From an optimization exercise on the open Yosys and OpenROAD flow, aimed at a short achievable clock period and few clock cycles per item; shortcuts taken in it are not production practice. Function was checked by simulation only, so behaviour that the tests miss may differ from the original. No activity file was given, so power comes from the tool's default toggle rates.

## run.sh

```bash
#!/bin/bash
# synth_recipe.tcl (not shown) runs the flow's synth.tcl, then flattens the netlist and writes it again
# the make line also repeats each setting of config.mk as NAME=value (left out here)
make -C /OpenROAD-flow-scripts/flow DESIGN_CONFIG=/design/flow/config.mk WORK_HOME=/design/flow/orfs CLKGATE_MAP_FILE= SYNTH_SCRIPT=/design/flow/synth_recipe.tcl finish
```

## config.mk

```make
export PLATFORM = sky130hd
export DESIGN_NAME = xbus_filter
export DESIGN_NICKNAME = xbus_filter
export VERILOG_FILES = /design/flow/design.v
export SDC_FILE = /design/flow/constraint.sdc
export NUM_CORES = 4
export LEC_CHECK = 0
export CAP_MARGIN = 20
export CORE_MARGIN = 2
export CORE_UTILIZATION = 40
export SLEW_MARGIN = 20
```

## constraint.sdc

```tcl
create_clock -name core_clock -period 4.5 [get_ports {clk}]
set_input_delay 0.9000 -clock core_clock [delete_from_list [all_inputs] [get_ports {clk}]]
set_output_delay 0.9000 -clock core_clock [all_outputs]
set_load 0.01 [all_outputs]
```

## design.v

```verilog
`timescale 1ns/10ps
`default_nettype none
module xbus_filter_cache (
    input  logic        clk,
    input  logic        arst_n,
    input  logic [65:0] in_pkt,
    input  logic        pop,
    output logic        head_valid,
    output logic [65:0] head_pkt,
    output logic        prog_full
);
    localparam int DEPTH = 4;
    localparam int PROG_FULL = DEPTH - 2;
    localparam logic [1:0] TAG_HEAD = 2'd1;
    logic [65:0] in_q;
    logic        in_vld;
    logic [62:0] info;
    logic [65:0] wr_data;
    logic [65:0] mem [0:DEPTH-1];
    logic [1:0]  wr_ptr;
    logic [1:0]  rd_ptr;
    logic [2:0]  count;
    logic [2:0]  count_next;
    always_ff @(posedge clk or negedge arst_n) begin
        if (!arst_n) begin
            in_vld <= 1'b0;
        end else begin
            in_vld <= in_pkt[65:64] != 2'd0;
        end
    end
    always_ff @(posedge clk) begin
        in_q <= in_pkt;
    end
    xbus_filter_cmd_gen xbus_filter_cmd_gen_inst (
        .win_x (in_q[15:0]),
        .win_y (in_q[31:16]),
        .info  (info)
    );
    assign wr_data = (in_q[65:64] == TAG_HEAD) ? {in_q[65:64], 1'b0, info} : in_q;
    always_ff @(posedge clk) begin
        if (in_vld) begin
            mem[wr_ptr] <= wr_data;
        end
    end
    assign count_next = count + 3'(in_vld) - 3'(pop);
    always_ff @(posedge clk or negedge arst_n) begin
        if (!arst_n) begin
            wr_ptr <= '0;
            rd_ptr <= '0;
            count <= '0;
            head_valid <= 1'b0;
            prog_full <= 1'b0;
        end else begin
            if (in_vld) wr_ptr <= wr_ptr + 2'd1;
            if (pop) rd_ptr <= rd_ptr + 2'd1;
            count <= count_next;
            head_valid <= count_next != '0;
            prog_full <= count_next >= 3'(PROG_FULL);
        end
    end
    assign head_pkt = mem[rd_ptr];
endmodule
`default_nettype wire
`timescale 1ns/10ps
`default_nettype none
module xbus_filter_cmd_gen (
    input  logic [15:0] win_x,
    input  logic [15:0] win_y,
    output logic [62:0] info
);
    localparam int IMG_H = 6;
    localparam int IMG_W = 6;
    localparam int PAD_U = 1;
    localparam int PAD_L = 1;
    logic [15:0] col [0:2];
    logic [15:0] row [0:2];
    logic [2:0]  col_ok;
    logic [2:0]  row_ok;
    logic [8:0]  pad;
    logic [35:0] word;
    logic [17:0] lane;
    always_comb begin
        for (int i = 0; i < 3; i++) begin
            col[i] = win_x + 16'(i) - 16'(PAD_L);
            row[i] = win_y + 16'(i) - 16'(PAD_U);
            col_ok[i] = col[i] < 16'(IMG_W);
            row_ok[i] = row[i] < 16'(IMG_H);
        end
        for (int kh = 0; kh < 3; kh++) begin
            for (int kw = 0; kw < 3; kw++) begin
                logic [5:0] p;
                p = 6'(row[kh][2:0]) * 6'(IMG_W) + 6'(col[kw][2:0]);
                pad[kh*3+kw] = !(row_ok[kh] && col_ok[kw]);
                word[(kh*3+kw)*4 +: 4] = p[5:2];
                lane[(kh*3+kw)*2 +: 2] = p[1:0];
            end
        end
    end
    assign info = {pad, word, lane};
endmodule
`default_nettype wire
`timescale 1ns/10ps
`default_nettype none
module xbus_filter_exec (
    input  logic        clk,
    input  logic        arst_n,
    input  logic [7:0]  pad_value,
    input  logic        head_valid,
    input  logic [65:0] head_pkt,
    output logic        pop,
    output logic        vec_wr_en,
    output logic [15:0] vec_din,
    input  logic        vec_full
);
    localparam int NB = 3;
    localparam int NK = 9;
    localparam int NS = NB * NK;
    localparam int Q = 4;
    localparam logic [1:0] TAG_HEAD = 2'd1;
    localparam logic [1:0] TAG_BODY = 2'd2;
    logic [8:0]    h_pad;
    logic [35:0]   h_word;
    logic [17:0]   h_lane;
    logic          is_head;
    logic          is_body;
    logic          busy_na;
    logic          head_exec;
    logic          body_exec;
    logic [NB-1:0] na;
    logic [NB-1:0] cb;
    logic [NB-1:0] busy;
    logic [8:0]    pk1h [0:NK-1];
    logic [1:0]    lane_r [0:NK-1];
    logic [15:0]   lane_vec [0:NK-1];
    logic [NS-1:0] we;
    logic [NS-1:0] rdy;
    logic [15:0]   data [0:NS-1];
    logic [NS-1:0] sel;
    logic          vf_q;
    logic          take;
    logic          issue;
    logic [15:0]   rd_data;
    assign h_pad = head_pkt[62:54];
    assign h_word = head_pkt[53:18];
    assign h_lane = head_pkt[17:0];
    assign is_head = head_pkt[65:64] == TAG_HEAD;
    assign is_body = head_pkt[65:64] == TAG_BODY;
    assign busy_na = |(busy & na);
    assign head_exec = head_valid && is_head && !busy_na;
    assign body_exec = head_valid && is_body;
    assign pop = head_valid && !(is_head && busy_na);
    always_ff @(posedge clk or negedge arst_n) begin
        if (!arst_n) begin
            na <= NB'(1);
            cb <= '0;
            for (int k = 0; k < NK; k++) begin
                pk1h[k] <= '0;
            end
        end else begin
            if (head_exec) begin
                na <= {na[NB-2:0], na[NB-1]};
                cb <= na;
                for (int k = 0; k < NK; k++) begin
                    pk1h[k] <= h_pad[k] ? 9'd0 : 9'd1 << h_word[k*4 +: 4];
                end
            end else if (body_exec) begin
                for (int k = 0; k < NK; k++) begin
                    pk1h[k] <= pk1h[k] >> 1;
                end
            end
        end
    end
    always_ff @(posedge clk) begin
        if (head_exec) begin
            for (int k = 0; k < NK; k++) begin
                lane_r[k] <= h_lane[k*2 +: 2];
            end
        end
    end
    always_comb begin
        for (int k = 0; k < NK; k++) begin
            lane_vec[k] = {head_pkt[(Q + lane_r[k]) * 8 +: 8], head_pkt[lane_r[k] * 8 +: 8]};
        end
        for (int b = 0; b < NB; b++) begin
            for (int k = 0; k < NK; k++) begin
                we[b*NK+k] = (body_exec && cb[b] && pk1h[k][0])
                    || (head_exec && na[b] && h_pad[k]);
            end
        end
    end
    always_ff @(posedge clk) begin
        for (int b = 0; b < NB; b++) begin
            for (int k = 0; k < NK; k++) begin
                if (we[b*NK+k]) begin
                    data[b*NK+k] <= is_head ? {pad_value, pad_value} : lane_vec[k];
                end
            end
        end
    end
    assign take = !vf_q;
    assign issue = |(sel & rdy) && take;
    always_comb begin
        rd_data = '0;
        for (int i = 0; i < NS; i++) begin
            rd_data = rd_data | (data[i] & {16{sel[i]}});
        end
    end
    always_ff @(posedge clk or negedge arst_n) begin
        if (!arst_n) begin
            rdy <= '0;
            sel <= NS'(1);
            busy <= '0;
            vf_q <= 1'b1;
            vec_wr_en <= 1'b0;
        end else begin
            vf_q <= vec_full;
            rdy <= we | (rdy & ~(sel & {NS{take}}));
            if (issue) begin
                sel <= {sel[NS-2:0], sel[NS-1]};
            end
            for (int b = 0; b < NB; b++) begin
                if (head_exec && na[b]) begin
                    busy[b] <= 1'b1;
                end else if (issue && sel[b*NK+NK-1]) begin
                    busy[b] <= 1'b0;
                end
            end
            vec_wr_en <= issue;
        end
    end
    always_ff @(posedge clk) begin
        vec_din <= rd_data;
    end
endmodule
`default_nettype wire
`timescale 1ns/10ps
`default_nettype none
module xbus_filter (
    input  logic        clk,
    input  logic        arst_n,
    input  logic [65:0] in_pkt,
    input  logic [7:0]  pad_value,
    output logic        vec_wr_en,
    output logic [15:0] vec_din,
    input  logic        vec_full,
    output logic        cache_full
);
    logic        head_valid;
    logic [65:0] head_pkt;
    logic        pop;
    xbus_filter_cache xbus_filter_cache_inst (
        .clk        (clk),
        .arst_n     (arst_n),
        .in_pkt     (in_pkt),
        .pop        (pop),
        .head_valid (head_valid),
        .head_pkt   (head_pkt),
        .prog_full  (cache_full)
    );
    xbus_filter_exec xbus_filter_exec_inst (
        .clk        (clk),
        .arst_n     (arst_n),
        .pad_value  (pad_value),
        .head_valid (head_valid),
        .head_pkt   (head_pkt),
        .pop        (pop),
        .vec_wr_en  (vec_wr_en),
        .vec_din    (vec_din),
        .vec_full   (vec_full)
    );
endmodule
`default_nettype wire
```

==> flow_summary_export.csv <==
group,metric,value,unit
setup_path,critPathKind,"register to register",
detailed_routing,dr_wl_met2,58.6,mm
floorplan,fp.dieW,328,um
yosys,yosysWarnings,9,
sta,skew,28.2,ps
detailed_routing,viasPerCell,5.92,
clock_tree,cts_hold_buf,0,
place,place_hpwl,84.5,mm
setup_path,critPathLaunchType,"register",
floorplan,initial_core_util,40.5,%
detailed_routing,post_drt_wl_per_cell,27.0,um
setup_path,worstPathRequired,4930,ps
clock_tree,cts_post_setup_buffers_inserted,0,
detailed_routing,route.met3.wl,12.7,mm
yosys,synth.area.top_cells,"edfxtp_1 51%, dfrtp_1 9.0%, o21ai_0 5.2%",
yosys,synth-seq-area-share,64.0,%
detailed_routing,vias,28677,
yosys,synth-simple-area-share,7.60,%
detailed_routing,drtIter0Drc,3758,
floorplan,rows,118,
yosys,synthesis.nets,3488,
yosys,synth_area,42100,um2
yosys,synth_compound_area_share,14.7,%
grt,gr-total-overflow,0,
power,p_sw_share,40.4,%
finish,drive_above_1_share,10.2,%
grt,grt_antenna_before_repair,1,
clock_tree,worstSkewPairLatency,680,ps
yosys,syn_inst,3363,
sta,rsz0062_at_grt,"false",
detailed_routing,wl_met1,55.3,mm
floorplan,core,104000,um2
yosys,synth.avg_cell_area,12.5,um2
setup_path,crit_fanout,11,
yosys,synth-edff-count,714,
floorplan,ios,95,
yosys,synthAdderAreaFrac,1.71,%
clock_tree,htreeDepth,3,
sta,finalCritPeriodShare,80.9,%
power,p_sw,13.7,mW
power,leakage,17.0,nW
finish,nNetsFinal,3514,
sta,worst_slew_pin_slew,1060,ps
detailed_routing,top_layer_used,"met5",
power,powerDensity,714,nW/um2
place,io_buffers,94,
setup_path,endpoint_kind,"register",
yosys,yosysTopAreaCell,"edfxtp_1",
yosys,ys_seq_elements,950,
power,p_comb_share,40.0,%
clock_tree,clock-sinks,950,
power,p_seq_share,38.0,%
power,clkPwrFrac,21.9,%
clock_tree,cts_resized,0,
grt,grt_max_degree,153,
status,status,"no timing/DRC/antenna violations",
clock_tree,path_clk_slew,70,ps
detailed_routing,post-route-drc-count,0,
setup_path,arrival,4080,ps
worst_hold_path,hp-class,"primary input to async pin",
yosys,async_reset_ff_share,16.2,%
sta,fmax,275,MHz
yosys,ys.flop_type,"edfxtp_1",
detailed_routing,postRouteAntennaNets,0,
floorplan,fp.dieH,328,um
place,gp_congestion,0.906,
place,pre_cts_ws,930,ps
yosys,yosys.area.top_type_share,50.9,%
clock_tree,root_buffer,"clkbuf_16",
finish,nFillCells,9447,
floorplan,fp.dieArea,108000,um2
job,maxCapViolations,0,
finish,synthToLayoutAreaGrowth,12.4,%
sta,period_minus_slack,3640,ps
yosys,synthMuxAreaShare,7.26,%
yosys,synth.distinct_cells,72,
yosys,synthXorXnorAreaFrac,0.999,%
clock_tree,max-clock-path-buffers,3,
sta,finalSetupTns,0,ps
clock_tree,cts_tree,"done",
clock_tree,cts-buffers-inserted,93,
grt,grt_pass1_vias,26888,
sta,hold_viol,0,
detailed_routing,first_pass_iters,7,
setup_path,rrSetupSlack,860,ps
power,ir_drop,519,uV
detailed_routing,routed_wl,131,mm
grt,grt_first_pass_wirelength,188,mm
yosys,synth_top_family_by_area,"compound AO/OA/AOI/OAI gates",
power,internal_power,20.1,mW
sta,setup_violations,0,
sta,maxSlewViolCount,0,
sta,fin_ws,859,ps
sta,slew_headroom,28.5,%
grt,grt_usage,23.9,%
per-layer routing:
layer  vias to the layer above  track usage, %
met5                         -               0
met2                      1541            36.6
li1                      12703               -
met1                     14227            34.2
met4                         2            7.49
met3                       204            4.83
cells in the final DEF, fill, tap and decap left out, types with 19 or more instances in the layout:
master and n:
edfxtp_1 714, o21ai_0 436, nand2_1 329, nor2_1 192, mux2i_1 175, a22oi_1 172
a21oi_1 150, dfrtp_1 149, buf_4 116, clkbuf_16 93, clkdlybuf4s50_1 93, dfxtp_1 82
inv_1 71, mux4_2 50, o21ai_1 44, a22o_1 44, a221oi_1 44, nand3_1 39
nand4_1 38, ha_1 35, nand2b_1 30, or3_1 29, a32o_1 27, xor2_1 26
xnor2_1 22, clkbuf_1 21, a222oi_1 19, clkinv_1 19
stage by stage:
step	utilization (%)	area, um2	power (mW)	hold slack, ps	instances
6_report	45.5	47300	33.8	247	4848
5_1_grt	45.5	47300	35.4	269	4847
4_1_cts	45.5	47300	33.5	244	4847
3_5_place_dp	42.7	44400	26.2	468	4674
3_3_place_gp	42.7	44400	26.0	465	4674
2_1_floorplan	-	42100	21.6	442	3363
power by group through the flow:
stage	Clock, mW	Combinational [mW]	Sequential, mW
3_3_place_gp	0	13.0	13.0
4_1_cts	7.50	13.2	12.8
5_1_grt	7.83	14.6	13.0
3_5_place_dp	0	13.2	13.0
6_report	7.41	13.5	12.9
2_1_floorplan	0	8.79	12.8
synth_stat cells (4+ instances only):
master,number
edfxtp_1,714
o21ai_0,438
nand2_1,329
nor2_1,192
mux2i_1,175
a22oi_1,172
clkbuf_1,163
dfrtp_1,151
a21oi_1,150
dfxtp_1,82
inv_1,71
buf_2,68
mux4_2,50
a221oi_1,44
a22o_1,44
o21ai_1,42
nand3_1,39
nand4_1,38
ha_1,35
nand2b_1,31
or3_1,29
a32o_1,27
xor2_1,26
buf_1,25
xnor2_1,22
a222oi_1,19
buf_6,19
mux2_2,15
o22ai_1,15
fa_1,13
nor3_1,13
o21a_1,11
a21o_1,10
or2_2,7
buf_4,6
nand3b_1,6
nor2b_1,6
nor4_1,6
and2_1,5
o32a_1,5
nor2_2,4
state kept, by name, indices dropped and copies added, names as in the netlist, 3 cells and up:
name	count
xbus_filter_exec_inst.lane_r	18
xbus_filter_cache_inst.in_q	66
xbus_filter_cache_inst.count	3
xbus_filter_exec_inst.cb	3
xbus_filter_exec_inst.sel	27
xbus_filter_exec_inst.data	432
xbus_filter_exec_inst.busy	3
xbus_filter_cache_inst.mem	264
xbus_filter_exec_inst.pk1h	81
xbus_filter_exec_inst.rdy	27
xbus_filter_exec_inst.vec_din	16
path summary, 6_finish.rpt:
check	depth (start not counted)	start	to
max	9	xbus_filter_cache_inst.in_q[17]	xbus_filter_cache_inst.mem[3][25]
max in group asynchronous	2	arst_n	xbus_filter_exec_inst.vf_q
min reg2reg	1	xbus_filter_exec_inst.busy[2]	xbus_filter_exec_inst.busy[2]
min	1	arst_n	xbus_filter_exec_inst.sel[9]
min in group core_clock	1	xbus_filter_exec_inst.busy[2]	xbus_filter_exec_inst.busy[2]
max reg2reg	9	xbus_filter_cache_inst.in_q[17]	xbus_filter_cache_inst.mem[3][25]
cell families (layout without fill, tap and decap cells):
kind of cell / Yosys count / count (layout)
AOI/OAI and AO/OA: 999 / 999
and+or+nand+nor: 721 / 721
adders and majority gates: 50 / 50
xor gates and xnor gates: 48 / 48
other: 0 / 1
muxes: 241 / 241
buffers and inverters: 354 / 458
DFF: 950 / 950
layout make-up:
class | count | area, um2 | area share (%)
antenna | 1 | 2.50 | 0.00529
clock buffer | 120 | 2480 | 5.23
clock inverter | 53 | 404 | 0.854
inverter | 72 | 273 | 0.576
multi-input combinational | 2059 | 13600 | 28.8
sequential | 950 | 26900 | 57.0
tap | 1380 | 1730 | 3.65
timing repair buffer | 213 | 1870 | 3.96
worst max-delay path, cell delays in order (launching register included):
cell,delay (ps)
dfxtp_1,550
inv_1,240
ha_1,670
inv_1,290
fa_1,670
inv_1,100
or2_2,330
nor2_1,120
xor2_1,70
o21ai_0,370
Testbench counts, summed over its fixed seeds: cycles 3,910, windows 384.

what the ideal ports hide:
The flow's constraints put no driver on any port. The routed layout listed below was extracted and timed again, unchanged, in two steps. Step 1: set_driving_cell puts a clkbuf_16 on clk and a buf_2 on each other input, an assumption about the parent block. Step 2 also shifts input and output timing later by t, the mid clock arrival at the registers, as if the neighbouring blocks saw the same clock. a / b / c = no drivers / after step 1 / after step 2; a / b = the first two.
t (ns): 0.730
slack for setup (ns): 0.859 / 0.859 / 0.859
worst hold slack (ns): 0.247 / 0.217 / 0.484
After both steps this run still meets setup and hold. For this run, drivers alone change the setup slack by 0.000 ns; drivers and shift together by 0.000 ns.
